Context: an optimization exercise on an open-source flow, tuned for small area and a short achievable clock period. The choices shown serve that exercise and are no tape-out recipe.
Where RTL was checked, it was by simulation tests only, not by an equivalence proof against the original.
Only the layout flow was run in runs 2 and 3; the RTL was not checked for function there.
Power is estimated from default activity; no workload was simulated.

[flow/config.mk]
export PLATFORM = sky130hd
export DESIGN_NAME = peak_search_top
export DESIGN_NICKNAME = peak_search_top
export VERILOG_FILES = /design/flow/design.v
export SDC_FILE = /design/flow/constraint.sdc
export NUM_CORES = 4
export LEC_CHECK = 0
export CAP_MARGIN = 20
export CORE_MARGIN = 2
export CORE_UTILIZATION = 40
export SETUP_SLACK_MARGIN = 4.0
export SLEW_MARGIN = 20
[flow/constraint.sdc]
create_clock -name core_clock -period 7.5 [get_ports {clk}]
set_input_delay 1.5000 -clock core_clock [delete_from_list [all_inputs] [get_ports {clk}]]
set_output_delay 1.5000 -clock core_clock [all_outputs]
set_load 0.01 [all_outputs]
[flow/design.v]
`default_nettype none
package sample_pkg;
   typedef logic signed [12-1:0] sample_t;
   typedef logic [(12 + 1)-1:0] power_t;
   typedef logic [10-1:0] index_t;
   typedef logic [16-1:0] count_t;
   typedef logic [$clog2(1024):0] frame_len_t;
endpackage
`default_nettype wire
`default_nettype none
package apb_regs_pkg;
   typedef logic [31:0] apb_data_t;
   typedef logic [1:0] ctrl_t;
   typedef enum logic [8-1:0] {
      ADDR_CTRL        = 8'h00,
      ADDR_FRAME_LEN   = 8'h04,
      ADDR_STATUS      = 8'h08,
      ADDR_PEAK_POWER  = 8'h0C,
      ADDR_PEAK_INDEX  = 8'h10,
      ADDR_FRAME_COUNT = 8'h14
   } reg_addr_e;
   localparam int CTRL_ENABLE_BIT = 0;
   localparam int CTRL_IRQ_EN_BIT = 1;
   localparam int STATUS_DONE_BIT = 0;
   localparam int STATUS_BUSY_BIT = 1;
endpackage
`default_nettype wire
`timescale 1ns/1ns
`default_nettype none
module iq_pwr_tree (
   input  wire [10:0] i_xi,
   input  wire        i_si,
   input  wire [10:0] i_xq,
   input  wire        i_sq,
   output wire [12:0] o_r0,
   output wire [12:0] o_r1,
   output wire [12:0] o_r2
);
   wire hs1, hc2;
   assign hs1 = (i_si & i_xi[0]) ^ (i_xi[1] & ~i_xi[0]);
   assign hc2 = (i_si & i_xi[0]) & (i_xi[1] & ~i_xi[0]);
   wire hs3, hc4;
   assign hs3 = (i_sq & i_xq[0]) ^ (i_xq[1] & ~i_xq[0]);
   assign hc4 = (i_sq & i_xq[0]) & (i_xq[1] & ~i_xq[0]);
   wire fs5, fc6;
   assign fs5 = (i_xi[1] & i_xi[0]) ^ (i_si & i_xi[2]) ^ (i_xi[0] & i_xi[2]);
   assign fc6 = ((i_xi[1] & i_xi[0]) & (i_si & i_xi[2])) | ((i_xi[1] & i_xi[0]) & (i_xi[0] & i_xi[2])) | ((i_si & i_xi[2]) & (i_xi[0] & i_xi[2]));
   wire fs7, fc8;
   assign fs7 = (i_xq[1] & i_xq[0]) ^ (i_sq & i_xq[2]) ^ (i_xq[0] & i_xq[2]);
   assign fc8 = ((i_xq[1] & i_xq[0]) & (i_sq & i_xq[2])) | ((i_xq[1] & i_xq[0]) & (i_xq[0] & i_xq[2])) | ((i_sq & i_xq[2]) & (i_xq[0] & i_xq[2]));
   wire fs9, fc10;
   assign fs9 = (i_xi[2] & ~i_xi[1]) ^ (i_si & i_xi[3]) ^ (i_xi[0] & i_xi[3]);
   assign fc10 = ((i_xi[2] & ~i_xi[1]) & (i_si & i_xi[3])) | ((i_xi[2] & ~i_xi[1]) & (i_xi[0] & i_xi[3])) | ((i_si & i_xi[3]) & (i_xi[0] & i_xi[3]));
   wire fs11, fc12;
   assign fs11 = (i_xq[2] & ~i_xq[1]) ^ (i_sq & i_xq[3]) ^ (i_xq[0] & i_xq[3]);
   assign fc12 = ((i_xq[2] & ~i_xq[1]) & (i_sq & i_xq[3])) | ((i_xq[2] & ~i_xq[1]) & (i_xq[0] & i_xq[3])) | ((i_sq & i_xq[3]) & (i_xq[0] & i_xq[3]));
   wire fs13, fc14;
   assign fs13 = (i_xi[2] & i_xi[1]) ^ (i_si & i_xi[4]) ^ (i_xi[0] & i_xi[4]);
   assign fc14 = ((i_xi[2] & i_xi[1]) & (i_si & i_xi[4])) | ((i_xi[2] & i_xi[1]) & (i_xi[0] & i_xi[4])) | ((i_si & i_xi[4]) & (i_xi[0] & i_xi[4]));
   wire hs15, hc16;
   assign hs15 = (i_xi[1] & i_xi[3]) ^ fc10;
   assign hc16 = (i_xi[1] & i_xi[3]) & fc10;
   wire fs17, fc18;
   assign fs17 = (i_xq[2] & i_xq[1]) ^ (i_sq & i_xq[4]) ^ (i_xq[0] & i_xq[4]);
   assign fc18 = ((i_xq[2] & i_xq[1]) & (i_sq & i_xq[4])) | ((i_xq[2] & i_xq[1]) & (i_xq[0] & i_xq[4])) | ((i_sq & i_xq[4]) & (i_xq[0] & i_xq[4]));
   wire hs19, hc20;
   assign hs19 = (i_xq[1] & i_xq[3]) ^ fc12;
   assign hc20 = (i_xq[1] & i_xq[3]) & fc12;
   wire fs21, fc22;
   assign fs21 = (i_xi[3] & ~i_xi[2]) ^ (i_si & i_xi[5]) ^ (i_xi[0] & i_xi[5]);
   assign fc22 = ((i_xi[3] & ~i_xi[2]) & (i_si & i_xi[5])) | ((i_xi[3] & ~i_xi[2]) & (i_xi[0] & i_xi[5])) | ((i_si & i_xi[5]) & (i_xi[0] & i_xi[5]));
   wire fs23, fc24;
   assign fs23 = (i_xi[1] & i_xi[4]) ^ fc14 ^ fs21;
   assign fc24 = ((i_xi[1] & i_xi[4]) & fc14) | ((i_xi[1] & i_xi[4]) & fs21) | (fc14 & fs21);
   wire fs25, fc26;
   assign fs25 = (i_xq[3] & ~i_xq[2]) ^ (i_sq & i_xq[5]) ^ (i_xq[0] & i_xq[5]);
   assign fc26 = ((i_xq[3] & ~i_xq[2]) & (i_sq & i_xq[5])) | ((i_xq[3] & ~i_xq[2]) & (i_xq[0] & i_xq[5])) | ((i_sq & i_xq[5]) & (i_xq[0] & i_xq[5]));
   wire fs27, fc28;
   assign fs27 = (i_xq[1] & i_xq[4]) ^ fc18 ^ fs25;
   assign fc28 = ((i_xq[1] & i_xq[4]) & fc18) | ((i_xq[1] & i_xq[4]) & fs25) | (fc18 & fs25);
   wire fs29, fc30;
   assign fs29 = (i_xi[3] & i_xi[2]) ^ (i_si & i_xi[6]) ^ (i_xi[0] & i_xi[6]);
   assign fc30 = ((i_xi[3] & i_xi[2]) & (i_si & i_xi[6])) | ((i_xi[3] & i_xi[2]) & (i_xi[0] & i_xi[6])) | ((i_si & i_xi[6]) & (i_xi[0] & i_xi[6]));
   wire fs31, fc32;
   assign fs31 = (i_xi[1] & i_xi[5]) ^ (i_xi[2] & i_xi[4]) ^ fc22;
   assign fc32 = ((i_xi[1] & i_xi[5]) & (i_xi[2] & i_xi[4])) | ((i_xi[1] & i_xi[5]) & fc22) | ((i_xi[2] & i_xi[4]) & fc22);
   wire hs33, hc34;
   assign hs33 = fs29 ^ fc24;
   assign hc34 = fs29 & fc24;
   wire fs35, fc36;
   assign fs35 = (i_xq[3] & i_xq[2]) ^ (i_sq & i_xq[6]) ^ (i_xq[0] & i_xq[6]);
   assign fc36 = ((i_xq[3] & i_xq[2]) & (i_sq & i_xq[6])) | ((i_xq[3] & i_xq[2]) & (i_xq[0] & i_xq[6])) | ((i_sq & i_xq[6]) & (i_xq[0] & i_xq[6]));
   wire fs37, fc38;
   assign fs37 = (i_xq[1] & i_xq[5]) ^ (i_xq[2] & i_xq[4]) ^ fc26;
   assign fc38 = ((i_xq[1] & i_xq[5]) & (i_xq[2] & i_xq[4])) | ((i_xq[1] & i_xq[5]) & fc26) | ((i_xq[2] & i_xq[4]) & fc26);
   wire hs39, hc40;
   assign hs39 = fs35 ^ fc28;
   assign hc40 = fs35 & fc28;
   wire fs41, fc42;
   assign fs41 = (i_xi[4] & ~i_xi[3]) ^ (i_si & i_xi[7]) ^ (i_xi[0] & i_xi[7]);
   assign fc42 = ((i_xi[4] & ~i_xi[3]) & (i_si & i_xi[7])) | ((i_xi[4] & ~i_xi[3]) & (i_xi[0] & i_xi[7])) | ((i_si & i_xi[7]) & (i_xi[0] & i_xi[7]));
   wire fs43, fc44;
   assign fs43 = (i_xi[1] & i_xi[6]) ^ (i_xi[2] & i_xi[5]) ^ fc30;
   assign fc44 = ((i_xi[1] & i_xi[6]) & (i_xi[2] & i_xi[5])) | ((i_xi[1] & i_xi[6]) & fc30) | ((i_xi[2] & i_xi[5]) & fc30);
   wire fs45, fc46;
   assign fs45 = fs41 ^ fc32 ^ fs43;
   assign fc46 = (fs41 & fc32) | (fs41 & fs43) | (fc32 & fs43);
   wire fs47, fc48;
   assign fs47 = (i_xq[4] & ~i_xq[3]) ^ (i_sq & i_xq[7]) ^ (i_xq[0] & i_xq[7]);
   assign fc48 = ((i_xq[4] & ~i_xq[3]) & (i_sq & i_xq[7])) | ((i_xq[4] & ~i_xq[3]) & (i_xq[0] & i_xq[7])) | ((i_sq & i_xq[7]) & (i_xq[0] & i_xq[7]));
   wire fs49, fc50;
   assign fs49 = (i_xq[1] & i_xq[6]) ^ (i_xq[2] & i_xq[5]) ^ fc36;
   assign fc50 = ((i_xq[1] & i_xq[6]) & (i_xq[2] & i_xq[5])) | ((i_xq[1] & i_xq[6]) & fc36) | ((i_xq[2] & i_xq[5]) & fc36);
   wire fs51, fc52;
   assign fs51 = fs47 ^ fc38 ^ fs49;
   assign fc52 = (fs47 & fc38) | (fs47 & fs49) | (fc38 & fs49);
   wire fs53, fc54;
   assign fs53 = (i_xi[4] & i_xi[3]) ^ (i_si & i_xi[8]) ^ (i_xi[0] & i_xi[8]);
   assign fc54 = ((i_xi[4] & i_xi[3]) & (i_si & i_xi[8])) | ((i_xi[4] & i_xi[3]) & (i_xi[0] & i_xi[8])) | ((i_si & i_xi[8]) & (i_xi[0] & i_xi[8]));
   wire fs55, fc56;
   assign fs55 = (i_xi[1] & i_xi[7]) ^ (i_xi[2] & i_xi[6]) ^ (i_xi[3] & i_xi[5]);
   assign fc56 = ((i_xi[1] & i_xi[7]) & (i_xi[2] & i_xi[6])) | ((i_xi[1] & i_xi[7]) & (i_xi[3] & i_xi[5])) | ((i_xi[2] & i_xi[6]) & (i_xi[3] & i_xi[5]));
   wire fs57, fc58;
   assign fs57 = fc42 ^ fs53 ^ fs55;
   assign fc58 = (fc42 & fs53) | (fc42 & fs55) | (fs53 & fs55);
   wire hs59, hc60;
   assign hs59 = fc44 ^ fs57;
   assign hc60 = fc44 & fs57;
   wire fs61, fc62;
   assign fs61 = (i_xq[4] & i_xq[3]) ^ (i_sq & i_xq[8]) ^ (i_xq[0] & i_xq[8]);
   assign fc62 = ((i_xq[4] & i_xq[3]) & (i_sq & i_xq[8])) | ((i_xq[4] & i_xq[3]) & (i_xq[0] & i_xq[8])) | ((i_sq & i_xq[8]) & (i_xq[0] & i_xq[8]));
   wire fs63, fc64;
   assign fs63 = (i_xq[1] & i_xq[7]) ^ (i_xq[2] & i_xq[6]) ^ (i_xq[3] & i_xq[5]);
   assign fc64 = ((i_xq[1] & i_xq[7]) & (i_xq[2] & i_xq[6])) | ((i_xq[1] & i_xq[7]) & (i_xq[3] & i_xq[5])) | ((i_xq[2] & i_xq[6]) & (i_xq[3] & i_xq[5]));
   wire fs65, fc66;
   assign fs65 = fc48 ^ fs61 ^ fs63;
   assign fc66 = (fc48 & fs61) | (fc48 & fs63) | (fs61 & fs63);
   wire hs67, hc68;
   assign hs67 = fc50 ^ fs65;
   assign hc68 = fc50 & fs65;
   wire fs69, fc70;
   assign fs69 = (i_xi[5] & ~i_xi[4]) ^ (i_si & i_xi[9]) ^ (i_xi[0] & i_xi[9]);
   assign fc70 = ((i_xi[5] & ~i_xi[4]) & (i_si & i_xi[9])) | ((i_xi[5] & ~i_xi[4]) & (i_xi[0] & i_xi[9])) | ((i_si & i_xi[9]) & (i_xi[0] & i_xi[9]));
   wire fs71, fc72;
   assign fs71 = (i_xi[1] & i_xi[8]) ^ (i_xi[2] & i_xi[7]) ^ (i_xi[3] & i_xi[6]);
   assign fc72 = ((i_xi[1] & i_xi[8]) & (i_xi[2] & i_xi[7])) | ((i_xi[1] & i_xi[8]) & (i_xi[3] & i_xi[6])) | ((i_xi[2] & i_xi[7]) & (i_xi[3] & i_xi[6]));
   wire fs73, fc74;
   assign fs73 = fc54 ^ fc56 ^ fs69;
   assign fc74 = (fc54 & fc56) | (fc54 & fs69) | (fc56 & fs69);
   wire fs75, fc76;
   assign fs75 = fs71 ^ fc58 ^ fs73;
   assign fc76 = (fs71 & fc58) | (fs71 & fs73) | (fc58 & fs73);
   wire fs77, fc78;
   assign fs77 = (i_xq[5] & ~i_xq[4]) ^ (i_sq & i_xq[9]) ^ (i_xq[0] & i_xq[9]);
   assign fc78 = ((i_xq[5] & ~i_xq[4]) & (i_sq & i_xq[9])) | ((i_xq[5] & ~i_xq[4]) & (i_xq[0] & i_xq[9])) | ((i_sq & i_xq[9]) & (i_xq[0] & i_xq[9]));
   wire fs79, fc80;
   assign fs79 = (i_xq[1] & i_xq[8]) ^ (i_xq[2] & i_xq[7]) ^ (i_xq[3] & i_xq[6]);
   assign fc80 = ((i_xq[1] & i_xq[8]) & (i_xq[2] & i_xq[7])) | ((i_xq[1] & i_xq[8]) & (i_xq[3] & i_xq[6])) | ((i_xq[2] & i_xq[7]) & (i_xq[3] & i_xq[6]));
   wire fs81, fc82;
   assign fs81 = fc62 ^ fc64 ^ fs77;
   assign fc82 = (fc62 & fc64) | (fc62 & fs77) | (fc64 & fs77);
   wire fs83, fc84;
   assign fs83 = fs79 ^ fc66 ^ fs81;
   assign fc84 = (fs79 & fc66) | (fs79 & fs81) | (fc66 & fs81);
   wire [11:0] low_A;
   assign low_A = {1'b0, hc60, fc46, hc34, fs31, hc16, fs13, fc6, hc2, (i_si & i_xi[1]), 1'b0, (i_xi[0] ^ i_si)} + {1'b0, fs75, hs59, fs45, hs33, fs23, hs15, fs9, fs5, hs1, 1'b0, 1'b0};
   wire [11:0] low_B;
   assign low_B = {1'b0, hc68, fc52, hc40, fs37, hc20, fs17, fc8, hc4, (i_sq & i_xq[1]), 1'b0, (i_xq[0] ^ i_sq)} + {1'b0, fs83, hs67, fs51, hs39, fs27, hs19, fs11, fs7, hs3, 1'b0, 1'b0};
   wire fs85, fc86;
   assign fs85 = (i_xi[5] & i_xi[4]) ^ (i_si & i_xi[10]) ^ (i_xi[0] & i_xi[10]);
   assign fc86 = ((i_xi[5] & i_xi[4]) & (i_si & i_xi[10])) | ((i_xi[5] & i_xi[4]) & (i_xi[0] & i_xi[10])) | ((i_si & i_xi[10]) & (i_xi[0] & i_xi[10]));
   wire fs87, fc88;
   assign fs87 = (i_xi[1] & i_xi[9]) ^ (i_xi[2] & i_xi[8]) ^ (i_xi[3] & i_xi[7]);
   assign fc88 = ((i_xi[1] & i_xi[9]) & (i_xi[2] & i_xi[8])) | ((i_xi[1] & i_xi[9]) & (i_xi[3] & i_xi[7])) | ((i_xi[2] & i_xi[8]) & (i_xi[3] & i_xi[7]));
   wire fs89, fc90;
   assign fs89 = (i_xi[4] & i_xi[6]) ^ (i_xq[5] & i_xq[4]) ^ (i_sq & i_xq[10]);
   assign fc90 = ((i_xi[4] & i_xi[6]) & (i_xq[5] & i_xq[4])) | ((i_xi[4] & i_xi[6]) & (i_sq & i_xq[10])) | ((i_xq[5] & i_xq[4]) & (i_sq & i_xq[10]));
   wire fs91, fc92;
   assign fs91 = (i_xq[0] & i_xq[10]) ^ (i_xq[1] & i_xq[9]) ^ (i_xq[2] & i_xq[8]);
   assign fc92 = ((i_xq[0] & i_xq[10]) & (i_xq[1] & i_xq[9])) | ((i_xq[0] & i_xq[10]) & (i_xq[2] & i_xq[8])) | ((i_xq[1] & i_xq[9]) & (i_xq[2] & i_xq[8]));
   wire fs93, fc94;
   assign fs93 = (i_xq[3] & i_xq[7]) ^ (i_xq[4] & i_xq[6]) ^ fc70;
   assign fc94 = ((i_xq[3] & i_xq[7]) & (i_xq[4] & i_xq[6])) | ((i_xq[3] & i_xq[7]) & fc70) | ((i_xq[4] & i_xq[6]) & fc70);
   wire fs95, fc96;
   assign fs95 = fc72 ^ fc78 ^ fc80;
   assign fc96 = (fc72 & fc78) | (fc72 & fc80) | (fc78 & fc80);
   wire fs97, fc98;
   assign fs97 = fs85 ^ fs87 ^ fs89;
   assign fc98 = (fs85 & fs87) | (fs85 & fs89) | (fs87 & fs89);
   wire fs99, fc100;
   assign fs99 = fs91 ^ fc74 ^ fc82;
   assign fc100 = (fs91 & fc74) | (fs91 & fc82) | (fc74 & fc82);
   wire fs101, fc102;
   assign fs101 = fs93 ^ fs95 ^ fs97;
   assign fc102 = (fs93 & fs95) | (fs93 & fs97) | (fs95 & fs97);
   wire fs103, fc104;
   assign fs103 = fs99 ^ fc76 ^ fc84;
   assign fc104 = (fs99 & fc76) | (fs99 & fc84) | (fc76 & fc84);
   wire hs105, hc106;
   assign hs105 = fs101 ^ fs103;
   assign hc106 = fs101 & fs103;
   wire fs107, fc108;
   assign fs107 = (i_xi[6] & ~i_xi[5]) ^ (i_xi[1] & i_xi[10]) ^ (i_xi[2] & i_xi[9]);
   assign fc108 = ((i_xi[6] & ~i_xi[5]) & (i_xi[1] & i_xi[10])) | ((i_xi[6] & ~i_xi[5]) & (i_xi[2] & i_xi[9])) | ((i_xi[1] & i_xi[10]) & (i_xi[2] & i_xi[9]));
   wire fs109, fc110;
   assign fs109 = (i_xi[3] & i_xi[8]) ^ (i_xi[4] & i_xi[7]) ^ (i_xq[6] & ~i_xq[5]);
   assign fc110 = ((i_xi[3] & i_xi[8]) & (i_xi[4] & i_xi[7])) | ((i_xi[3] & i_xi[8]) & (i_xq[6] & ~i_xq[5])) | ((i_xi[4] & i_xi[7]) & (i_xq[6] & ~i_xq[5]));
   wire fs111, fc112;
   assign fs111 = (i_xq[1] & i_xq[10]) ^ (i_xq[2] & i_xq[9]) ^ (i_xq[3] & i_xq[8]);
   assign fc112 = ((i_xq[1] & i_xq[10]) & (i_xq[2] & i_xq[9])) | ((i_xq[1] & i_xq[10]) & (i_xq[3] & i_xq[8])) | ((i_xq[2] & i_xq[9]) & (i_xq[3] & i_xq[8]));
   wire fs113, fc114;
   assign fs113 = (i_xq[4] & i_xq[7]) ^ fc86 ^ fc88;
   assign fc114 = ((i_xq[4] & i_xq[7]) & fc86) | ((i_xq[4] & i_xq[7]) & fc88) | (fc86 & fc88);
   wire fs115, fc116;
   assign fs115 = fc90 ^ fc92 ^ fs107;
   assign fc116 = (fc90 & fc92) | (fc90 & fs107) | (fc92 & fs107);
   wire fs117, fc118;
   assign fs117 = fs109 ^ fs111 ^ fc94;
   assign fc118 = (fs109 & fs111) | (fs109 & fc94) | (fs111 & fc94);
   wire fs119, fc120;
   assign fs119 = fc96 ^ fc98 ^ fs113;
   assign fc120 = (fc96 & fc98) | (fc96 & fs113) | (fc98 & fs113);
   wire fs121, fc122;
   assign fs121 = fs115 ^ fc100 ^ fs117;
   assign fc122 = (fs115 & fc100) | (fs115 & fs117) | (fc100 & fs117);
   wire fs123, fc124;
   assign fs123 = fs119 ^ fc102 ^ fc104;
   assign fc124 = (fs119 & fc102) | (fs119 & fc104) | (fc102 & fc104);
   wire fs125, fc126;
   assign fs125 = (i_xi[6] & i_xi[5]) ^ (i_xi[2] & i_xi[10]) ^ (i_xi[3] & i_xi[9]);
   assign fc126 = ((i_xi[6] & i_xi[5]) & (i_xi[2] & i_xi[10])) | ((i_xi[6] & i_xi[5]) & (i_xi[3] & i_xi[9])) | ((i_xi[2] & i_xi[10]) & (i_xi[3] & i_xi[9]));
   wire fs127, fc128;
   assign fs127 = (i_xi[4] & i_xi[8]) ^ (i_xi[5] & i_xi[7]) ^ (i_xq[6] & i_xq[5]);
   assign fc128 = ((i_xi[4] & i_xi[8]) & (i_xi[5] & i_xi[7])) | ((i_xi[4] & i_xi[8]) & (i_xq[6] & i_xq[5])) | ((i_xi[5] & i_xi[7]) & (i_xq[6] & i_xq[5]));
   wire fs129, fc130;
   assign fs129 = (i_xq[2] & i_xq[10]) ^ (i_xq[3] & i_xq[9]) ^ (i_xq[4] & i_xq[8]);
   assign fc130 = ((i_xq[2] & i_xq[10]) & (i_xq[3] & i_xq[9])) | ((i_xq[2] & i_xq[10]) & (i_xq[4] & i_xq[8])) | ((i_xq[3] & i_xq[9]) & (i_xq[4] & i_xq[8]));
   wire fs131, fc132;
   assign fs131 = (i_xq[5] & i_xq[7]) ^ fc108 ^ fc110;
   assign fc132 = ((i_xq[5] & i_xq[7]) & fc108) | ((i_xq[5] & i_xq[7]) & fc110) | (fc108 & fc110);
   wire fs133, fc134;
   assign fs133 = fc112 ^ fs125 ^ fs127;
   assign fc134 = (fc112 & fs125) | (fc112 & fs127) | (fs125 & fs127);
   wire fs135, fc136;
   assign fs135 = fs129 ^ fc114 ^ fc116;
   assign fc136 = (fs129 & fc114) | (fs129 & fc116) | (fc114 & fc116);
   wire fs137, fc138;
   assign fs137 = fs131 ^ fs133 ^ fc118;
   assign fc138 = (fs131 & fs133) | (fs131 & fc118) | (fs133 & fc118);
   wire fs139, fc140;
   assign fs139 = fc120 ^ fs135 ^ fs137;
   assign fc140 = (fc120 & fs135) | (fc120 & fs137) | (fs135 & fs137);
   wire fs141, fc142;
   assign fs141 = (i_xi[7] & ~i_xi[6]) ^ (i_xi[3] & i_xi[10]) ^ (i_xi[4] & i_xi[9]);
   assign fc142 = ((i_xi[7] & ~i_xi[6]) & (i_xi[3] & i_xi[10])) | ((i_xi[7] & ~i_xi[6]) & (i_xi[4] & i_xi[9])) | ((i_xi[3] & i_xi[10]) & (i_xi[4] & i_xi[9]));
   wire fs143, fc144;
   assign fs143 = (i_xi[5] & i_xi[8]) ^ (i_xq[7] & ~i_xq[6]) ^ (i_xq[3] & i_xq[10]);
   assign fc144 = ((i_xi[5] & i_xi[8]) & (i_xq[7] & ~i_xq[6])) | ((i_xi[5] & i_xi[8]) & (i_xq[3] & i_xq[10])) | ((i_xq[7] & ~i_xq[6]) & (i_xq[3] & i_xq[10]));
   wire fs145, fc146;
   assign fs145 = (i_xq[4] & i_xq[9]) ^ (i_xq[5] & i_xq[8]) ^ fc126;
   assign fc146 = ((i_xq[4] & i_xq[9]) & (i_xq[5] & i_xq[8])) | ((i_xq[4] & i_xq[9]) & fc126) | ((i_xq[5] & i_xq[8]) & fc126);
   wire fs147, fc148;
   assign fs147 = fc128 ^ fc130 ^ fs141;
   assign fc148 = (fc128 & fc130) | (fc128 & fs141) | (fc130 & fs141);
   wire fs149, fc150;
   assign fs149 = fs143 ^ fc132 ^ fc134;
   assign fc150 = (fs143 & fc132) | (fs143 & fc134) | (fc132 & fc134);
   wire fs151, fc152;
   assign fs151 = fs145 ^ fs147 ^ fc136;
   assign fc152 = (fs145 & fs147) | (fs145 & fc136) | (fs147 & fc136);
   wire hs153, hc154;
   assign hs153 = fs149 ^ fc138;
   assign hc154 = fs149 & fc138;
   wire fs155, fc156;
   assign fs155 = (i_xi[7] & i_xi[6]) ^ (i_xi[4] & i_xi[10]) ^ (i_xi[5] & i_xi[9]);
   assign fc156 = ((i_xi[7] & i_xi[6]) & (i_xi[4] & i_xi[10])) | ((i_xi[7] & i_xi[6]) & (i_xi[5] & i_xi[9])) | ((i_xi[4] & i_xi[10]) & (i_xi[5] & i_xi[9]));
   wire fs157, fc158;
   assign fs157 = (i_xi[6] & i_xi[8]) ^ (i_xq[7] & i_xq[6]) ^ (i_xq[4] & i_xq[10]);
   assign fc158 = ((i_xi[6] & i_xi[8]) & (i_xq[7] & i_xq[6])) | ((i_xi[6] & i_xi[8]) & (i_xq[4] & i_xq[10])) | ((i_xq[7] & i_xq[6]) & (i_xq[4] & i_xq[10]));
   wire fs159, fc160;
   assign fs159 = (i_xq[5] & i_xq[9]) ^ (i_xq[6] & i_xq[8]) ^ fc142;
   assign fc160 = ((i_xq[5] & i_xq[9]) & (i_xq[6] & i_xq[8])) | ((i_xq[5] & i_xq[9]) & fc142) | ((i_xq[6] & i_xq[8]) & fc142);
   wire fs161, fc162;
   assign fs161 = fc144 ^ fs155 ^ fs157;
   assign fc162 = (fc144 & fs155) | (fc144 & fs157) | (fs155 & fs157);
   wire fs163, fc164;
   assign fs163 = fc146 ^ fc148 ^ fs159;
   assign fc164 = (fc146 & fc148) | (fc146 & fs159) | (fc148 & fs159);
   wire fs165, fc166;
   assign fs165 = fs161 ^ fc150 ^ fs163;
   assign fc166 = (fs161 & fc150) | (fs161 & fs163) | (fc150 & fs163);
   wire fs167, fc168;
   assign fs167 = (i_xi[8] & ~i_xi[7]) ^ (i_xi[5] & i_xi[10]) ^ (i_xi[6] & i_xi[9]);
   assign fc168 = ((i_xi[8] & ~i_xi[7]) & (i_xi[5] & i_xi[10])) | ((i_xi[8] & ~i_xi[7]) & (i_xi[6] & i_xi[9])) | ((i_xi[5] & i_xi[10]) & (i_xi[6] & i_xi[9]));
   wire fs169, fc170;
   assign fs169 = (i_xq[8] & ~i_xq[7]) ^ (i_xq[5] & i_xq[10]) ^ (i_xq[6] & i_xq[9]);
   assign fc170 = ((i_xq[8] & ~i_xq[7]) & (i_xq[5] & i_xq[10])) | ((i_xq[8] & ~i_xq[7]) & (i_xq[6] & i_xq[9])) | ((i_xq[5] & i_xq[10]) & (i_xq[6] & i_xq[9]));
   wire fs171, fc172;
   assign fs171 = fc156 ^ fc158 ^ fs167;
   assign fc172 = (fc156 & fc158) | (fc156 & fs167) | (fc158 & fs167);
   wire fs173, fc174;
   assign fs173 = fs169 ^ fc160 ^ fc162;
   assign fc174 = (fs169 & fc160) | (fs169 & fc162) | (fc160 & fc162);
   wire hs175, hc176;
   assign hs175 = fs171 ^ fc164;
   assign hc176 = fs171 & fc164;
   wire fs177, fc178;
   assign fs177 = (i_xi[8] & i_xi[7]) ^ (i_xi[6] & i_xi[10]) ^ (i_xi[7] & i_xi[9]);
   assign fc178 = ((i_xi[8] & i_xi[7]) & (i_xi[6] & i_xi[10])) | ((i_xi[8] & i_xi[7]) & (i_xi[7] & i_xi[9])) | ((i_xi[6] & i_xi[10]) & (i_xi[7] & i_xi[9]));
   wire fs179, fc180;
   assign fs179 = (i_xq[8] & i_xq[7]) ^ (i_xq[6] & i_xq[10]) ^ (i_xq[7] & i_xq[9]);
   assign fc180 = ((i_xq[8] & i_xq[7]) & (i_xq[6] & i_xq[10])) | ((i_xq[8] & i_xq[7]) & (i_xq[7] & i_xq[9])) | ((i_xq[6] & i_xq[10]) & (i_xq[7] & i_xq[9]));
   wire fs181, fc182;
   assign fs181 = fc168 ^ fc170 ^ fs177;
   assign fc182 = (fc168 & fc170) | (fc168 & fs177) | (fc170 & fs177);
   wire fs183, fc184;
   assign fs183 = fs179 ^ fc172 ^ fs181;
   assign fc184 = (fs179 & fc172) | (fs179 & fs181) | (fc172 & fs181);
   wire fs185, fc186;
   assign fs185 = (i_xi[9] & ~i_xi[8]) ^ (i_xi[7] & i_xi[10]) ^ (i_xq[9] & ~i_xq[8]);
   assign fc186 = ((i_xi[9] & ~i_xi[8]) & (i_xi[7] & i_xi[10])) | ((i_xi[9] & ~i_xi[8]) & (i_xq[9] & ~i_xq[8])) | ((i_xi[7] & i_xi[10]) & (i_xq[9] & ~i_xq[8]));
   wire fs187, fc188;
   assign fs187 = (i_xq[7] & i_xq[10]) ^ fc178 ^ fc180;
   assign fc188 = ((i_xq[7] & i_xq[10]) & fc178) | ((i_xq[7] & i_xq[10]) & fc180) | (fc178 & fc180);
   wire hs189, hc190;
   assign hs189 = fs185 ^ fc182;
   assign hc190 = fs185 & fc182;
   wire fs191, fc192;
   assign fs191 = (i_xi[9] & i_xi[8]) ^ (i_xi[8] & i_xi[10]) ^ (i_xq[9] & i_xq[8]);
   assign fc192 = ((i_xi[9] & i_xi[8]) & (i_xi[8] & i_xi[10])) | ((i_xi[9] & i_xi[8]) & (i_xq[9] & i_xq[8])) | ((i_xi[8] & i_xi[10]) & (i_xq[9] & i_xq[8]));
   wire fs193, fc194;
   assign fs193 = (i_xq[8] & i_xq[10]) ^ fc186 ^ fs191;
   assign fc194 = ((i_xq[8] & i_xq[10]) & fc186) | ((i_xq[8] & i_xq[10]) & fs191) | (fc186 & fs191);
   wire hs195, hc196;
   assign hs195 = (i_xi[10] & ~i_xi[9]) ^ (i_xq[10] & ~i_xq[9]);
   assign hc196 = (i_xi[10] & ~i_xi[9]) & (i_xq[10] & ~i_xq[9]);
   assign o_r0 = {1'b0, 1'b0, (i_xi[10] & i_xi[9]), fc192, fc188, fc184, fc174, fc166, fc152, fc140, fc122, hc106, low_A[11]};
   assign o_r1 = {1'b0, 1'b0, (i_xq[10] & i_xq[9]), fc194, hc190, fs187, hc176, fs173, hc154, fs151, fc124, fs121, low_B[11]};
   assign o_r2 = {1'b0, 1'b0, hc196, hs195, fs193, hs189, fs183, hs175, fs165, hs153, fs139, fs123, hs105};
endmodule
module iq_power (
   input  wire                 clk,
   input  wire                 i_rst_n,
   input  wire                 i_valid,
   output logic                o_ready,
   input  wire sample_pkg::sample_t i_i,
   input  wire sample_pkg::sample_t i_q,
   output logic                o_pwr_valid,
   input  wire                 i_pwr_ready,
   output logic [10:0]         o_xi,
   output logic                o_si,
   output logic [10:0]         o_xq,
   output logic                o_sq
);
   logic take;
   assign o_ready = i_pwr_ready | ~o_pwr_valid;
   assign take    = i_valid & o_ready;
   always_ff @(posedge clk) begin
      if (!i_rst_n) begin
         o_pwr_valid <= 1'b0;
      end else if (take) begin
         o_pwr_valid <= 1'b1;
      end else if (i_pwr_ready) begin
         o_pwr_valid <= 1'b0;
      end
   end
   always_ff @(posedge clk) begin
      if (take) begin
         o_xi <= i_i[10:0] ^ {11{i_i[11]}};
         o_si <= i_i[11];
         o_xq <= i_q[10:0] ^ {11{i_q[11]}};
         o_sq <= i_q[11];
      end
   end
endmodule
`default_nettype wire
`timescale 1ns/1ns
`default_nettype none
module frame_arg_max (
   input  wire                     clk,
   input  wire                     i_rst_n,
   input  wire                     i_enable,
   input  wire sample_pkg::frame_len_t i_frame_len,
   input  wire                     i_pwr_valid,
   output logic                    o_pwr_ready,
   input  wire [10:0]              i_xi,
   input  wire                     i_si,
   input  wire [10:0]              i_xq,
   input  wire                     i_sq,
   output logic                    o_res_valid,
   output sample_pkg::power_t      o_peak_power,
   output sample_pkg::index_t      o_peak_index,
   input  wire                     i_res_busy,
   output logic                    o_busy
);
   logic                   hold_q;
   logic                   hold_d;
   logic                   infr_q;      
   logic                   infr_d;
   logic                   res_d;
   sample_pkg::index_t     cnt_q;
   sample_pkg::index_t     cnt_inc;
   sample_pkg::index_t     len_q;
   sample_pkg::index_t     cur_len;
   logic                   first;
   logic                   take;
   logic                   last;
   logic                   lag_v_q;
   logic                   lag_first_q;
   sample_pkg::index_t     lag_idx_q;
   logic [12:0]            r0, r1, r2;
   logic [12:0]            lag_r0_q, lag_r1_q, lag_r2_q;
   sample_pkg::power_t     lag_pwr;
   logic [12:0]            s1, c1, nm;
   logic [13:0]            s2, c2, gt_sum;
   logic                   gt;
   sample_pkg::power_t     max_q;
   sample_pkg::index_t     idx_q;
   sample_pkg::power_t     max_d;
   sample_pkg::index_t     idx_d;
   logic                   upd;
   assign o_pwr_ready = i_enable & ~hold_q;
   assign take        = i_pwr_valid & o_pwr_ready;
   assign first   = ~infr_q;
   assign cnt_inc = cnt_q + 1'b1;
   assign cur_len = first ? i_frame_len[10-1:0] : len_q;
   assign last    = (cnt_inc == cur_len);
   always_comb begin
      hold_d = hold_q;
      infr_d = infr_q;
      res_d  = 1'b0;
      if (hold_q) begin
         if (!i_res_busy) begin
            hold_d = 1'b0;
            res_d  = 1'b1;
         end
      end else if (take) begin
         infr_d = ~last;
         if (last) begin
            if (i_res_busy || o_res_valid) begin
               hold_d = 1'b1;
            end else begin
               res_d  = 1'b1;
            end
         end
      end
   end
   always_ff @(posedge clk) begin
      if (!i_rst_n) begin
         hold_q      <= 1'b0;
         infr_q      <= 1'b0;
         o_busy      <= 1'b0;
         cnt_q       <= '0;
         o_res_valid <= 1'b0;
         lag_v_q     <= 1'b0;
      end else begin
         hold_q      <= hold_d;
         infr_q      <= infr_d;
         o_busy      <= hold_d | infr_d;
         o_res_valid <= res_d;
         lag_v_q     <= take;
         if (take) begin
            cnt_q <= last ? '0 : cnt_inc;
         end
      end
   end
   always_ff @(posedge clk) begin
      if (take && first) begin
         len_q <= i_frame_len[10-1:0];
      end
   end
   iq_pwr_tree tree0 (
      .i_xi (i_xi),
      .i_si (i_si),
      .i_xq (i_xq),
      .i_sq (i_sq),
      .o_r0 (r0),
      .o_r1 (r1),
      .o_r2 (r2)
   );
   always_ff @(posedge clk) begin
      lag_r0_q    <= r0;
      lag_r1_q    <= r1;
      lag_r2_q    <= r2;
      lag_idx_q   <= cnt_q;
      lag_first_q <= first;
   end
   assign s1 = lag_r0_q ^ lag_r1_q ^ lag_r2_q;
   assign c1 = {(lag_r0_q[11:0] & lag_r1_q[11:0]) | (lag_r0_q[11:0] & lag_r2_q[11:0]) |
                (lag_r1_q[11:0] & lag_r2_q[11:0]), 1'b0};
   assign lag_pwr = s1 + c1;
   assign nm = ~max_q;
   assign s2 = {1'b0, s1 ^ c1 ^ nm};
   assign c2 = {(s1 & c1) | (s1 & nm) | (c1 & nm), 1'b0};
   assign gt_sum = s2 + c2;
   assign gt     = gt_sum[13];
   assign upd   = lag_v_q & (lag_first_q | gt);
   assign max_d = upd ? lag_pwr : max_q;
   assign idx_d = upd ? lag_idx_q : idx_q;
   always_ff @(posedge clk) begin
      max_q <= max_d;
      idx_q <= idx_d;
   end
   assign o_peak_power = max_d;
   assign o_peak_index = idx_d;
endmodule
`default_nettype wire
`timescale 1ns/1ns
`default_nettype none
module peak_apb_regs (
   input  wire                      clk,
   input  wire                      i_rst_n,
   input  wire                      i_psel,
   input  wire                      i_penable,
   input  wire                      i_pwrite,
   input  wire logic [8-1:0]  i_paddr,
   input  wire apb_regs_pkg::apb_data_t i_pwdata,
   output apb_regs_pkg::apb_data_t  o_prdata,
   output logic                     o_pready,
   output logic                     o_pslverr,
   output logic                     o_enable,
   output sample_pkg::frame_len_t   o_frame_len,
   input  wire                      i_res_valid,
   input  wire sample_pkg::power_t  i_peak_power,
   input  wire sample_pkg::index_t  i_peak_index,
   input  wire                      i_busy,
   output logic                     o_res_busy,
   output logic                     o_irq
);
   apb_regs_pkg::ctrl_t      ctrl_q;
   sample_pkg::frame_len_t frame_len_q;
   logic       done_q;
   logic       irq_q;
   sample_pkg::power_t     peak_power_q;
   sample_pkg::index_t     peak_index_q;
   sample_pkg::count_t     frame_count_q;
   logic       access;
   logic [5:0] sel_d;
   logic [5:0] sel_q;
   logic       unmapped_q;
   logic       wr;
   apb_regs_pkg::apb_data_t  rdata;
   localparam int FL_W = $clog2(1024) + 1;
   function automatic sample_pkg::frame_len_t clamp_len(input apb_regs_pkg::apb_data_t wdata);
      if (wdata == '0 || wdata > 1024) begin
         clamp_len = 1024;
      end else begin
         clamp_len = wdata[FL_W-1:0];
      end
   endfunction
   assign sel_d[0] = (i_paddr == 8'h00);
   assign sel_d[1] = (i_paddr == 8'h04);
   assign sel_d[2] = (i_paddr == 8'h08);
   assign sel_d[3] = (i_paddr == 8'h0C);
   assign sel_d[4] = (i_paddr == 8'h10);
   assign sel_d[5] = (i_paddr == 8'h14);
   always_ff @(posedge clk) begin
      sel_q      <= sel_d;
      unmapped_q <= ~|sel_d;
   end
   assign access = i_psel & i_penable;
   assign wr     = access & i_pwrite;
   always_comb begin
      rdata = '0;
      rdata[1:0]   = rdata[1:0]   | ({2{sel_q[0]}} & ctrl_q);
      rdata[10:0]  = rdata[10:0]  | ({11{sel_q[1]}} & frame_len_q);
      rdata[1:0]   = rdata[1:0]   | ({2{sel_q[2]}} & {i_busy, done_q});
      rdata[12:0]  = rdata[12:0]  | ({13{sel_q[3]}} & peak_power_q);
      rdata[9:0]   = rdata[9:0]   | ({10{sel_q[4]}} & peak_index_q);
      rdata[15:0]  = rdata[15:0]  | ({16{sel_q[5]}} & frame_count_q);
   end
   assign o_prdata  = rdata;
   assign o_pready  = 1'b1;
   assign o_pslverr = unmapped_q;
   always_ff @(posedge clk) begin
      if (!i_rst_n) begin
         ctrl_q        <= '0;
         frame_len_q   <= 1024;
         done_q        <= 1'b0;
         irq_q         <= 1'b0;
         frame_count_q <= '0;
      end else begin
         irq_q <= done_q & ctrl_q[apb_regs_pkg::CTRL_IRQ_EN_BIT];
         if (wr && sel_q[0]) begin
            ctrl_q <= i_pwdata[1:0];
         end
         if (wr && sel_q[1]) begin
            frame_len_q <= clamp_len(i_pwdata);
         end
         if (i_res_valid) begin
            done_q        <= 1'b1;
            frame_count_q <= frame_count_q + 1'b1;
         end else if (wr && sel_q[2] && i_pwdata[apb_regs_pkg::STATUS_DONE_BIT]) begin
            done_q <= 1'b0;
         end
      end
   end
   always_ff @(posedge clk) begin
      if (i_res_valid) begin
         peak_power_q <= i_peak_power;
         peak_index_q <= i_peak_index;
      end
   end
   assign o_enable    = ctrl_q[apb_regs_pkg::CTRL_ENABLE_BIT];
   assign o_frame_len = frame_len_q;
   assign o_res_busy  = done_q;
   assign o_irq       = irq_q;
endmodule
`default_nettype wire
`timescale 1ns/1ns
`default_nettype none
module peak_search_top (
   input  wire                      clk,
   input  wire                      i_rst_n,
   input  wire                      i_s_valid,
   output wire                      o_s_ready,
   input  wire sample_pkg::sample_t i_s_i,
   input  wire sample_pkg::sample_t i_s_q,
   input  wire                      i_psel,
   input  wire                      i_penable,
   input  wire                      i_pwrite,
   input  wire logic [8-1:0]  i_paddr,
   input  wire apb_regs_pkg::apb_data_t i_pwdata,
   output wire apb_regs_pkg::apb_data_t o_prdata,
   output wire                      o_pready,
   output wire                      o_pslverr,
   output wire                      o_irq
);
   logic       enable;
   sample_pkg::frame_len_t frame_len;
   logic       res_valid;
   sample_pkg::power_t     peak_power;
   sample_pkg::index_t     peak_index;
   logic       res_busy;
   logic       busy;
   logic       pwr_valid;
   logic       pwr_ready;
   logic [10:0] pwr_xi;
   logic        pwr_si;
   logic [10:0] pwr_xq;
   logic        pwr_sq;
   iq_power power0 (
      .clk     (clk),
      .i_rst_n (i_rst_n),
      .i_valid (i_s_valid),
      .o_ready (o_s_ready),
      .i_i     (i_s_i),
      .i_q     (i_s_q),
      .o_pwr_valid (pwr_valid),
      .i_pwr_ready (pwr_ready),
      .o_xi    (pwr_xi),
      .o_si    (pwr_si),
      .o_xq    (pwr_xq),
      .o_sq    (pwr_sq)
   );
   frame_arg_max search0 (
      .clk           (clk),
      .i_rst_n       (i_rst_n),
      .i_enable      (enable),
      .i_frame_len   (frame_len),
      .i_pwr_valid   (pwr_valid),
      .o_pwr_ready   (pwr_ready),
      .i_xi          (pwr_xi),
      .i_si          (pwr_si),
      .i_xq          (pwr_xq),
      .i_sq          (pwr_sq),
      .o_res_valid   (res_valid),
      .o_peak_power  (peak_power),
      .o_peak_index  (peak_index),
      .i_res_busy    (res_busy),
      .o_busy        (busy)
   );
   peak_apb_regs regs0 (
      .clk           (clk),
      .i_rst_n       (i_rst_n),
      .i_psel        (i_psel),
      .i_penable     (i_penable),
      .i_pwrite      (i_pwrite),
      .i_paddr       (i_paddr),
      .i_pwdata      (i_pwdata),
      .o_prdata      (o_prdata),
      .o_pready      (o_pready),
      .o_pslverr     (o_pslverr),
      .o_enable      (enable),
      .o_frame_len   (frame_len),
      .i_res_valid   (res_valid),
      .i_peak_power  (peak_power),
      .i_peak_index  (peak_index),
      .i_busy        (busy),
      .o_res_busy    (res_busy),
      .o_irq         (o_irq)
   );
endmodule
`default_nettype wire
[flow/flow/run.sh]
#!/bin/bash
# Standard layout, with plain buffers (not delay cells) on the ports.
set -euo pipefail
bash standard.sh BUFFER_PORTS_ARGS="-buffer_cell sky130_fd_sc_hd__buf_1" finish > standard_flow.log 2>&1
[flow/standard.sh]
#!/bin/bash
# synth_recipe.tcl (not shown) runs the flow's synth.tcl, then flattens the netlist and writes it again
# the make line also repeats each setting of config.mk as NAME=value (left out here)
make -C /OpenROAD-flow-scripts/flow DESIGN_CONFIG=/design/flow/config.mk WORK_HOME=/design/flow/orfs CLKGATE_MAP_FILE= SYNTH_SCRIPT=/design/flow/synth_recipe.tcl "${@:-finish}"
==> results of run 1 <==
==> worst max-delay path, delay by kind of cell, from the launching register on <==
kind / cells / cell delay (ns)
muxes: 1 / 0.30
AOI/OAI and AO/OA: 5 / 0.77
adders and majority gates: 3 / 1.37
buffers and inverters: 1 / 0.20
DFF: 1 / 0.32
and+or+nand+nor: 1 / 0.17
==> flip-flops by register name, indices dropped and copies added (netlist names), 11 cells and up <==
name                 flops
regs0.frame_count_q     16
regs0.peak_power_q      13
search0.max_q           13
power0.o_xi             11
power0.o_xq             11
regs0.frame_len_q       11
search0.lag_r0_q        11
search0.lag_r1_q        11
search0.lag_r2_q        11
==> power groups by stage <==
stage | Sequential [mW] | Clock [mW] | Combinational [mW]
6_report | 1.14 | 0.853 | 1.16
5_1_grt | 1.16 | 0.913 | 1.36
4_1_cts | 1.15 | 0.872 | 1.18
3_5_place_dp | 1.17 | 0 | 1.17
3_3_place_gp | 1.17 | 0 | 1.15
2_1_floorplan | 1.13 | 0 | 0.923
==> through the flow <==
| stage | hold slack (ns) | cells |
|---|---|---|
| 3_3_place_gp | 0.394 | 1380 |
| 5_1_grt | 0.423 | 1411 |
| 2_1_floorplan | 0.326 | 1010 |
| 6_report | 0.414 | 1411 |
| 4_1_cts | 0.417 | 1411 |
| 3_5_place_dp | 0.394 | 1380 |
==> per-layer routing <==
layer  vias up  track usage, %  share of wire [%]
li1       3378               -                  -
met1      3444            21.3                 46
met2       133            28.1                 49
met3        27            3.06                3.5
met4         0            4.57                1.6
met5         -               0                  0
==> what timing repair did <==
item / in CTS / in global routing
hold buffers: 0 / 0
setup buffers: 0 / 0
gates resized for setup: 0 / 1
setup endpoints to repair: 0 / 16
==> placed cells by master, fill, tap and decap left out, types with 16 or more instances in the layout <==
cell type,count
inv_1,74
a22oi_1,31
nand3_1,18
fa_1,107
clkbuf_16,17
conb_1,19
dfxtp_1,121
mux2_2,16
nor2_1,49
xor2_1,46
buf_1,88
a21oi_1,20
nand2_1,85
mux2i_1,18
ha_1,51
and2_1,86
nor2b_1,18
edfxtp_1,57
==> how the worst min path moves through the flow <==
stage	endpoint	slack (ns)	depth (start not counted)
final	search0.lag_idx_q[9]	0.41	0
after global routing	search0.lag_idx_q[9]	0.42	0
after CTS	search0.lag_idx_q[9]	0.42	0
after detailed placement	search0.lag_idx_q[9]	0.39	0
after global placement	search0.lag_idx_q[9]	0.39	0
after floorplan	search0.lag_idx_q[2]	0.33	0
==> kinds of logic (layout without fill, tap and decap cells) <==
group | Yosys count | after routing | share of synthesized area [%]
AOI/OAI and AO/OA | 107 | 107 | 6.85
xor gates and xnor gates | 61 | 61 | 4.94
adders and majority gates | 158 | 158 | 25.7
buffers and inverters | 138 | 198 | 5.81
DFF | 178 | 178 | 38.2
muxes | 34 | 34 | 3.33
other | 2 | 19 | 0.0695
and+or+nand+nor | 315 | 315 | 15.1
==> layout make-up <==
class	count	area, um2
fillers	2556	14900
multi-input cells	694	6120
flip-flops and latches	178	4130
clock buffers	18	429
well taps	341	427
repair buffers	92	364
inverters	75	282
clock inverters	13	119
==> summary.md, run 1 <==
| Metric | Value |
|---|---|
| Antenna cells | 0 |
| Top achievable clock speed | ~300 MHz |
| Switching share of power | a little over a third |
| CTS tree | yes |
| Max-Cap Viols | 0 |
| Initial core utilization | 40.5% |
| Area leader, netlist | dfxtp_1 |
| DR vias/cell | 4.95 |
| # IOs | between 100 and 150 |
| Initial antenna violation count | 0 |
| Lkg Pwr | between 4 and 5 nW |
| CP startpoint kind | flop |
| Hold crit path type | flop to flop |
| Rows | 60 |
| DP Area | around 11000 um2 |
| Final setup viols | 0 |
| Reg2Reg Depth | 11 |
| Via Count | 6982 |
| RSZ-0062 raised after global routing | no |
| Grt ovf | 0 |
| Unique masters post-synth | approximately 60 |
| Place WS | slightly above 4 ns |
| Port buffer count | 88 |
| Worst-skew pair later-pin latency | 0.44 ns |
| WL final | between 20000 and 25000 um |
| Gate Count Post-Synth | 993 |
| Final period util | 45.1% |
| CP endpoint | regs0.peak_index_q[9] |
| CP Class | flop to flop |
| Psw | roughly 1.1 mW |
| Max_slew headroom | 31.9% |
| VDD IR max | ~0.00017 V |
| Worst Max-Slew Pin Slew | between 1 and 1.5 ns |
| Final hold violations | 0 |
| Worst path max stage delay | about 0.63 ns |
| Sequential share of power | approximately 36% |
| Flops & latches, synth | 178 |
| Reg-to-Reg Start | search0.lag_r2_q[2] |
| Async S/R FF share, synth | 0% |
| CTS sink count | between 150 and 200 |
| Synth top cells by count | dfxtp_1, fa_1, and2_1, nand2_1, inv_1 |
| Tot Pwr | between 3 and 4 mW |
| Synthesized area | roughly 11000 um2 |
| CTS clk-pin slew, worst paths | 0.08 ns |
| Power Dens Cells | between 200 and 300 nW/um2 |
| Largest fanout on the critical path | 23 |
| Die area | between 20000 and 30000 um2 |
| Largest net degree at the start of global routing | 34 |
| 1st-iter DRT viols | slightly below 400 |
| Yosys warning count | 3 |
| DP HPWL | around 17000 um |
| EDFF count, synth | 57 |
| Die Ht | 168 um |
| Syn Area/Cell | ~11 um2 |
| Clock power share | 27.0% |
| Final #Nets | ~1300 |
| DRT Pass-1 Iters | 5 |
| Status | finished clean |
| Worst r2r dst | regs0.peak_index_q[9] |
| R2r setup slk | just over 4 ns |
| Final ANT Viol Nets | 0 |
| Area grow syn2layout | 9.80% |
| Layout cells sized above 1 | ~5.8% |
| Top-count cell post-synth | dfxtp_1 |
| Num CTS Buffers | 17 |
| CTS H-tree lvls | 4 |
| HP Start | search0.cnt_q[9] |
| Top area cells in the synthesized netlist | dfxtp_1, fa_1, edfxtp_1 |
| Final WS setup | slightly above 4 ns |
| First-pass GRT wire length | 36900 um |
| Internal Pwr Total | between 2 and 2.5 mW |
| DRC violations left | 0 |
| CP most frequent cell | fa_1 |
| Fin Clk Skew | roughly 0.014 ns |
| Post-synth top area share | between 20% and 30% |
| Worst Setup SP | search0.lag_r2_q[2] |
| Final instance area | between 10000 and 15000 um2 |
| Clk buf depth | 2 |
| Post-Route Utilization | roughly 44% |
| Gate power share | between 30% and 40% |
| Total GRT Usage | ~16% |
| Setup TNS | 0 ns |
| Crit path time final | approximately 3.4 ns |
| Chip width | around 170 um |
| Element type at the critical path end | flop |
| Sequential area share after synthesis | roughly two fifths |
| Vias in the first global route | ~7300 |
| Worst Path Arrival | around 3.6 ns |
| Critical Path RT | 7.68 ns |
| CORE AREA | 26700 um2 |
| Worst path cell trace | fa_1, fa_1, ha_1, and4b_1, o21a_1, o21ai_0, a21oi_1, a211oi_1, o21ai_2, buf_6, mux2_2 |
| Max Transition Viols Final | 0 |
| Critical Path Slowest Stage Cell | fa_1 |
| Clock root cell | clkbuf_16 |
| RD Place Congestion | about 0.82 |
| Ys flop type | dfxtp_1 |
| Routed wire per std cell | 15.5 um |
==> run 2, diff against run 1 <==
--- a/flow/design.v
+++ b/flow/design.v
@@ -365,7 +365,7 @@
       end
    end
    always_ff @(posedge clk) begin
-      if (take) begin
+      if (o_ready) begin
          o_xi <= i_i[10:0] ^ {11{i_i[11]}};
          o_si <= i_i[11];
          o_xq <= i_q[10:0] ^ {11{i_q[11]}};
@@ -538,16 +538,11 @@
    logic [5:0] sel_d;
    logic [5:0] sel_q;
    logic       unmapped_q;
+   logic       write_q;
+   logic       clamp_q;
    logic       wr;
    apb_regs_pkg::apb_data_t  rdata;
    localparam int FL_W = $clog2(1024) + 1;
-   function automatic sample_pkg::frame_len_t clamp_len(input apb_regs_pkg::apb_data_t wdata);
-      if (wdata == '0 || wdata > 1024) begin
-         clamp_len = 1024;
-      end else begin
-         clamp_len = wdata[FL_W-1:0];
-      end
-   endfunction
    assign sel_d[0] = (i_paddr == 8'h00);
    assign sel_d[1] = (i_paddr == 8'h04);
    assign sel_d[2] = (i_paddr == 8'h08);
@@ -557,9 +552,11 @@
    always_ff @(posedge clk) begin
       sel_q      <= sel_d;
       unmapped_q <= ~|sel_d;
+      write_q    <= i_pwrite;
+      clamp_q    <= (i_pwdata == '0) || (i_pwdata > 1024);
    end
    assign access = i_psel & i_penable;
-   assign wr     = access & i_pwrite;
+   assign wr     = access & write_q;
    always_comb begin
       rdata = '0;
       rdata[1:0]   = rdata[1:0]   | ({2{sel_q[0]}} & ctrl_q);
@@ -585,7 +582,7 @@
             ctrl_q <= i_pwdata[1:0];
          end
          if (wr && sel_q[1]) begin
-            frame_len_q <= clamp_len(i_pwdata);
+            frame_len_q <= clamp_q ? FL_W'(1024) : i_pwdata[FL_W-1:0];
          end
          if (i_res_valid) begin
             done_q        <= 1'b1;
==> flow/run.sh (new file) <==
#!/bin/bash
# synth_recipe.tcl (not shown) runs the flow's synth.tcl, then flattens the netlist and writes it again
# the make line also repeats each setting of config.mk as NAME=value (left out here)
make -C /OpenROAD-flow-scripts/flow DESIGN_CONFIG=/design/flow/config.mk WORK_HOME=/design/flow/orfs CLKGATE_MAP_FILE= SYNTH_SCRIPT=/design/flow/synth_recipe.tcl finish
removed: flow/flow/run.sh
removed: flow/standard.sh
==> run 2 against run 1 <==
  * Still clean
  * Combinational power up 28%
  * Count of clock-buffer cells in the layout down 1
  * Via count up 1.6%
  * Sequential share of layout area down 2.0 points
  * Die area up 1.4%
  * Synthesized cell count up 1.8%
  * Routed wire length up 0.95%
  * Register-to-register slack worse by 0.07 ns
  * Utilization up 2.8 points
  * Hold slack better by 0.027 ns
  * Design area up 7.2%
  * Critical path type unchanged
  * Largest cell class unchanged
==> summary.md, run 2 <==
| Metric | Value |
|---|---|
| Top achievable clock speed | 290 MHz (-1.9%) |
| CTS sink count | 180 (+1.1%) |
| Element type at the critical path end | flop |
| Setup TNS | 0 ns (unchanged) |
| Switching share of power | 36.1% (+1.2 points) |
| Hold Path Stages | 0 (unchanged) |
| Worst Setup SP | search0.lag_r0_q[2] |
| # IOs | 106 (unchanged) |
| Rows | 60 (unchanged) |
| HP Start | search0.cnt_q[1] |
| Routed wire per std cell | 15.5 um (-0.53%) |
| Area leader, netlist | dfxtp_1 |
| Clk buf depth | 2 (unchanged) |
| Antenna cells | 0 (unchanged) |
| CORE AREA | 27000 um2 (+0.84%) |
| Final instance area | 12700 um2 (+7.2%) |
| Die area | 28800 um2 (+1.4%) |
| DR vias/cell | 4.95 (about the same) |
| Grt ovf | 0 (unchanged) |
| CP startpoint kind | flop |
| Most common cell after layout, fill and taps aside | dfxtp_1 |
| DRC violations left | 0 (unchanged) |
| Clock power share | 25.1% (-1.9 points) |
| Vias in the first global route | 7325 (+0.63%) |
| Via Count | 7092 (+1.6%) |
| First-pass GRT wire length | 37100 um (+0.28%) |
| DRT Pass-1 Iters | 5 (unchanged) |
| Top area cells in the synthesized netlist | dfxtp_1, fa_1, edfxtp_1 |
| Critical Path RT | 7.69 ns (about the same) |
| Worst Path Arrival | 3.64 ns (+0.08 ns) |
| Synthesized area | 11000 um2 (+1.4%) |
| Ys flop type | dfxtp_1 |
| Internal Pwr Total | 2.28 mW (+11%) |
| DP Area | 12100 um2 (+6.5%) |
| Largest fanout on the critical path | 12 (-48%) |
| DP HPWL | 17000 um (+1.8%) |
| Psw | 1.29 mW (+17%) |
| R2r setup slk | 4.05 ns (-0.07 ns) |
| Max_slew headroom | 43.6% (+12 points) |
| CTS H-tree lvls | 4 (unchanged) |
| EDFF count, synth | 57 (unchanged) |
| CTS clk-pin slew, worst paths | 0.08 ns (about the same) |
| Flops & latches, synth | 180 (+1.1%) |
| Status | finished clean |
| Max FFs per register | 16 (unchanged) |
| Largest net degree at the start of global routing | 41 (+21%) |
| Num CTS Buffers | 17 (unchanged) |
| Fin Clk Skew | 0.0143 ns (-0.000158 ns) |
| Final hold violations | 0 (unchanged) |
| Sequential share of power | 33.0% (-3.2 points) |
| Largest regs | regs0.frame_count_q: 16 flops, regs0.peak_power_q: 13 flops, search0.max_q: 13 flops |
| Final setup viols | 0 (unchanged) |
| Most frequent cells in the layout | dfxtp_1, fa_1, and2_1 |
| Clock root cell | clkbuf_16 |
| VDD IR max | 0.000212 V (+27%) |
| Reg2Reg Depth | 11 (unchanged) |
| Gate power share | 41.9% (+5.1 points) |
| Die Ht | 170 um (+0.69%) |
| Post-CTS setup repair buffer count | 0 (unchanged) |
| Count of hold buffers inserted by post-cts repair | 0 (unchanged) |
| Layout cells sized above 1 | 5.96% (+0.16 points) |
| CP Class | flop to flop |
| Sequential area share after synthesis | 38.1% (-0.17 points) |
| Lkg Pwr | 5.19 nW (+4.4%) |
| 1st-iter DRT viols | 323 (-19%) |
| Power Dens Cells | 280 nW/um2 (+5.2%) |
| Unique masters post-synth | 56 (-5.1%) |
| Initial core utilization | 40.7% (+0.23 points) |
| CTS tree | yes |
| Chip width | 170 um (+0.69%) |
| Worst-skew pair later-pin latency | 0.45 ns (about the same) |
| Top-count cell post-synth | dfxtp_1 |
| Most flops, register | regs0.frame_count_q |
| Post-Route Utilization | 47.2% (+2.8 points) |
| Async S/R FF share, synth | 0% (unchanged) |
| Max Transition Viols Final | 0 (unchanged) |
| Max-Cap Viols | 0 (unchanged) |
| Syn Area/Cell | 10.8 um2 (-0.38%) |
| Yosys warning count | 3 (unchanged) |
| Final #Nets | 1306 (+1.6%) |
| Crit path time final | 3.45 ns (+0.0665 ns) |
| RSZ-0062 raised after global routing | yes |
| Area grow syn2layout | 16.1% |
| Worst Max-Slew Pin Slew | 0.843 ns (-0.175 ns) |
| Gate Count Post-Synth | 1011 (+1.8%) |
| Layout fillers | 2454 (-4.0%) |
| Total GRT Usage | 16.4% (+0.019 points) |
| WL final | 22100 um (+0.95%) |
| RD Place Congestion | 0.810 (-0.98%) |
| Reg-to-Reg Start | search0.lag_r0_q[2] |
| Post-synth top area share | 22.5% (+0.051 points) |
| Final period util | 46.0% (+0.89 points) |
| Port buffer count | 88 (unchanged) |
| Hold crit path type | flop to flop |
| Initial antenna violation count | 0 (unchanged) |
| Synth top cells by count | dfxtp_1, fa_1, and2_1, nand2_1, inv_1 |
| Final ANT Viol Nets | 0 (unchanged) |
==> run 2: changes by cell type after synthesis, moves of 11 or more <==
| cell | before | now |
|---|---|---|
| nor2_1 | 49 | 30 |
| xnor2_1 | 15 | 32 |
| xor2_1 | 46 | 32 |
| and2_1 | 86 | 98 |
| nor3b_1 | 1 | 13 |
| nor2b_1 | 18 | 29 |
==> run 2: through the flow <==
stage	cells	setup slack, ns	power, mW	hold slack (ns)
floorplan	1028	4.01	2.31	0.326
global placement	1399	4.01	2.67	0.426
detailed placement	1399	3.94	2.70	0.427
CTS	1431	3.99	3.60	0.438
global route	1432	3.96	3.90	0.455
finish	1432	4.05	3.56	0.441
==> run 2: area by class of cell <==
type                    instances  area (um2)  area share (%)
well taps                     341         427            3.35
clock inverters                15         164            1.29
multi-input cells             711        6290            49.4
flip-flops and latches        180        4180            32.8
clock buffers                  17         425            3.34
repair buffers                 93         961            7.55
inverters                      75         282            2.21
==> run 2: worst paths after layout <==
path	end
hold reg to reg	search0.lag_idx_q[1]
setup reg to reg	regs0.peak_index_q[2]
hold / removal	search0.lag_idx_q[1]
setup / recovery	regs0.peak_index_q[2]
==> run 2: critical path, cell delays in order (launching register included) <==
cell and delay (ns):
dfxtp_1 0.32, fa_2 0.61, fa_1 0.43, ha_1 0.30
and4b_1 0.17, o21a_1 0.17, o21ai_2 0.11, a21oi_1 0.07
o21a_1 0.19, o311a_4 0.34, buf_12 0.16, mux2_1 0.32
==> run 2: what timing repair did <==
item	CTS	global route
gates cloned	0	1
resized for setup	4	10
pin swaps	0	2
setup endpoints to repair	21	26
==> run 2: logic make-up (layout without fill, tap and decap cells) <==
logic type	count (synthesis)	count (layout)	share of synthesized area [%]
simple gates	335	335	16.4
flops	180	180	38.1
fa+ha+maj	158	158	25.4
buf+inv	137	200	5.38
compound gates	100	100	6.14
xor+xnor	65	65	5.32
mux	34	34	3.29
other cells	2	19	0.0685
==> run 2: per-layer routing <==
metal | track usage (%) | up-vias | part of all wire [%]
met5 | 0 | - | 0
met3 | 2.82 | 27 | 4.1
met2 | 27.4 | 163 | 48
met4 | 5.80 | 0 | 2.1
met1 | 21.5 | 3445 | 45
li1 | - | 3457 | -
==> run 2: power groups by stage <==
stage / Clock (mW) / Sequential (mW) / Combinational [mW]
floorplan: 0 / 1.16 / 1.16
global placement: 0 / 1.20 / 1.47
detailed placement: 0 / 1.20 / 1.50
CTS: 0.913 / 1.18 / 1.51
global route: 0.956 / 1.19 / 1.75
finish: 0.895 / 1.18 / 1.49
==> run 3, diff against run 2 <==
--- a/flow/config.mk
+++ b/flow/config.mk
@@ -8,5 +8,5 @@
 export CAP_MARGIN = 20
 export CORE_MARGIN = 2
 export CORE_UTILIZATION = 40
-export SETUP_SLACK_MARGIN = 4.0
+export SETUP_SLACK_MARGIN = 4.3
 export SLEW_MARGIN = 20
==> run 3 against run 2 <==
  * Cell count up 2.5%
  * Critical path depth unchanged
  * Utilization up 1.1 points
  * Critical endpoint unchanged
  * Clock power down 5.8%
  * Combinational power up 4%
  * Sequential power about the same
  * Global-route usage down 0.14 points
  * Still clean
  * First-iteration DRC count up 32%
  * Count of clock-buffer cells in the layout up 1
==> summary.md, run 3 <==
| Metric | Value |
|---|---|
| Status | finished clean |
| Final ANT Viol Nets | 0 (unchanged) |
| VDD IR max | 0.000202 V (-4.6%) |
| RD Place Congestion | 0.807 (-0.31%) |
| CP Class | flop to flop |
| Largest fanout on the critical path | 23 (+11) |
| Clock root cell | clkbuf_16 |
| CTS tree | yes |
| R2r setup slk | 4.13 ns (+0.08 ns) |
| Yosys warning count | 3 (unchanged) |
| Most common cell after layout, fill and taps aside | dfxtp_1 |
| RSZ-0062 raised after global routing | yes |
| Top area cells in the synthesized netlist | dfxtp_1, fa_1, edfxtp_1 |
| Port buffer count | 88 (unchanged) |
| Power Dens Cells | 273 nW/um2 (-2.6%) |
| Area grow syn2layout | 18.7% |
| Setup TNS | 0 ns (unchanged) |
| Worst Max-Slew Pin Slew | 0.878 ns (+0.0354 ns) |
| First-pass GRT wire length | 36500 um (-1.4%) |
| Synthesized area | 11000 um2 (unchanged) |
| Sequential share of power | 32.6% (-0.4 points) |
| CP startpoint kind | flop |
| Layout cells sized above 1 | 10.4% (+4.4 points) |
| CTS H-tree lvls | 4 (unchanged) |
| Clock power share | 23.8% (-1.3 points) |
| Place WS | 3.99 ns (+0.0504 ns) |
| Grt ovf | 0 (unchanged) |
| Max_slew headroom | 41.3% (-2.4 points) |
| Reg2Reg Depth | 11 (unchanged) |
| Hold Path Stages | 0 (unchanged) |
| Synth top cells by count | dfxtp_1, fa_1, and2_1, nand2_1, inv_1 |
| Vias in the first global route | 7145 (-2.5%) |
| WL final | 22500 um (+1.5%) |
| Final #Nets | 1342 (+2.8%) |
| Layout fillers | 2444 (-0.41%) |
| Most frequent cells in the layout | dfxtp_1, fa_1, and2_1 |
| DP HPWL | 16900 um (-0.59%) |
| Antenna cells | 0 (unchanged) |
| Top achievable clock speed | 297 MHz (+2.3%) |
| Post-synth top area share | 22.5% (unchanged) |
| Final hold violations | 0 (unchanged) |
| Element type at the critical path end | flop |
| Routed wire per std cell | 15.3 um (-0.94%) |
| Largest net degree at the start of global routing | 41 (unchanged) |
| DR vias/cell | 4.86 (-1.9%) |
| DRT Pass-1 Iters | 5 (unchanged) |
| Internal Pwr Total | 2.27 mW (-0.50%) |
| Largest regs | regs0.frame_count_q: 16 flops, regs0.peak_power_q: 13 flops, search0.max_q: 13 flops |
| Max FFs per register | 16 (unchanged) |
| Sequential area share after synthesis | 38.1% (unchanged) |
| Clk buf depth | 2 (unchanged) |
| EDFF count, synth | 57 (unchanged) |
| DRC violations left | 0 (unchanged) |
| Gate Count Post-Synth | 1011 (unchanged) |
| Hold Path End | search0.lag_idx_q[9] |
| Unique masters post-synth | 56 (unchanged) |
| Worst r2r dst | regs0.peak_index_q[2] |
| Final period util | 45.0% (-1.0 points) |
| CORE AREA | 27000 um2 (unchanged) |
| Worst Path Arrival | 3.56 ns (-0.08 ns) |
| Hold crit path type | flop to flop |
| Chip width | 170 um (unchanged) |
| Fin Clk Skew | 0.0139 ns (-0.000479 ns) |
| Worst-skew pair later-pin latency | 0.44 ns (about the same) |
| Lkg Pwr | 5.56 nW (+7.0%) |
| Crit path time final | 3.37 ns (-0.0774 ns) |
| HP Start | search0.cnt_q[9] |
| Die Ht | 170 um (unchanged) |
| Initial antenna violation count | 0 (unchanged) |
| Critical Path RT | 7.69 ns (about the same) |
| Flops & latches, synth | 180 (unchanged) |
run 3: worst max-delay path, stage by stage, from the launching register on:
cell and delay, ns:
dfxtp_1 0.32, fa_2 0.59, fa_1 0.42, ha_1 0.28, and4b_1 0.18, o21a_1 0.16, o21ai_1 0.12, a21oi_1 0.08
o21a_1 0.17, o311a_1 0.32, buf_12 0.18, mux2_4 0.31
run 3: final cells by class:
type	instances	area [um2]	share of cell area, %
clock inverter	14	120	0.923
timing repair buffer	129	1250	9.58
inverter	75	282	2.16
tap	341	427	3.28
clock buffer	18	429	3.30
multi-input combinational	711	6310	48.5
sequential	180	4200	32.3
run 3: how the worst max path moves through the flow:
stage / start / end / cells after the start
2_1_floorplan: search0.lag_r0_q[2] / regs0.peak_power_q[11] / 12
3_3_place_gp: search0.lag_r0_q[2] / regs0.peak_power_q[11] / 11
3_5_place_dp: search0.lag_r0_q[2] / regs0.peak_power_q[11] / 11
4_1_cts: search0.lag_r2_q[2] / regs0.peak_power_q[11] / 11
5_1_grt: search0.lag_r2_q[2] / regs0.peak_power_q[2] / 11
6_report: search0.lag_r2_q[2] / regs0.peak_index_q[2] / 11
run 3: power groups by stage:
stage / sequential [mW] / clock (mW) / combinational (mW)
4_1_cts: 1.17 / 0.865 / 1.54
5_1_grt: 1.17 / 0.901 / 1.81
2_1_floorplan: 1.16 / 0 / 1.15
6_report: 1.16 / 0.843 / 1.55
3_5_place_dp: 1.20 / 0 / 1.50
3_3_place_gp: 1.20 / 0 / 1.48
run 3: cell families after synthesis:
family,Yosys count,synth area share (%)
compound gates,100,6.14
xor+xnor,65,5.32
fa+ha+maj,158,25.4
buf+inv,137,5.38
flops,180,38.1
mux,34,3.29
other cells,2,0.0685
simple gates,335,16.4
run 3: repair_timing:
item	in CTS	in global routing
setup buffers	5	32
setup endpoints to repair	66	68
gates resized for setup	16	31
pin swaps	1	1
run 3: metal layers:
metal / wire [um] / track usage, %
met5: 0 / 0
met4: 569 / 6.50
met3: 650 / 2.61
met2: 10900 / 27.4
met1: 10400 / 20.9
run 3: stage by stage:
stage	utilization (%)	hold WS (ns)	power [mW]	cell area, um2	std cells
4_1_cts	47.1	0.442	3.58	12700	1436
6_report	48.3	0.437	3.55	13000	1468
3_5_place_dp	44.8	0.431	2.70	12100	1399
3_3_place_gp	44.8	0.427	2.67	12100	1399
5_1_grt	48.3	0.443	3.88	13000	1468
2_1_floorplan	-	0.326	2.31	11100	1028

Setup slack of run 3, layout unchanged: 4.127 ns with ideal ports, 4.127 ns with driving cells assumed (clock clkbuf_16, inputs buf_2), 4.127 ns with port delays also shifted by the 0.479 ns mid clock arrival.
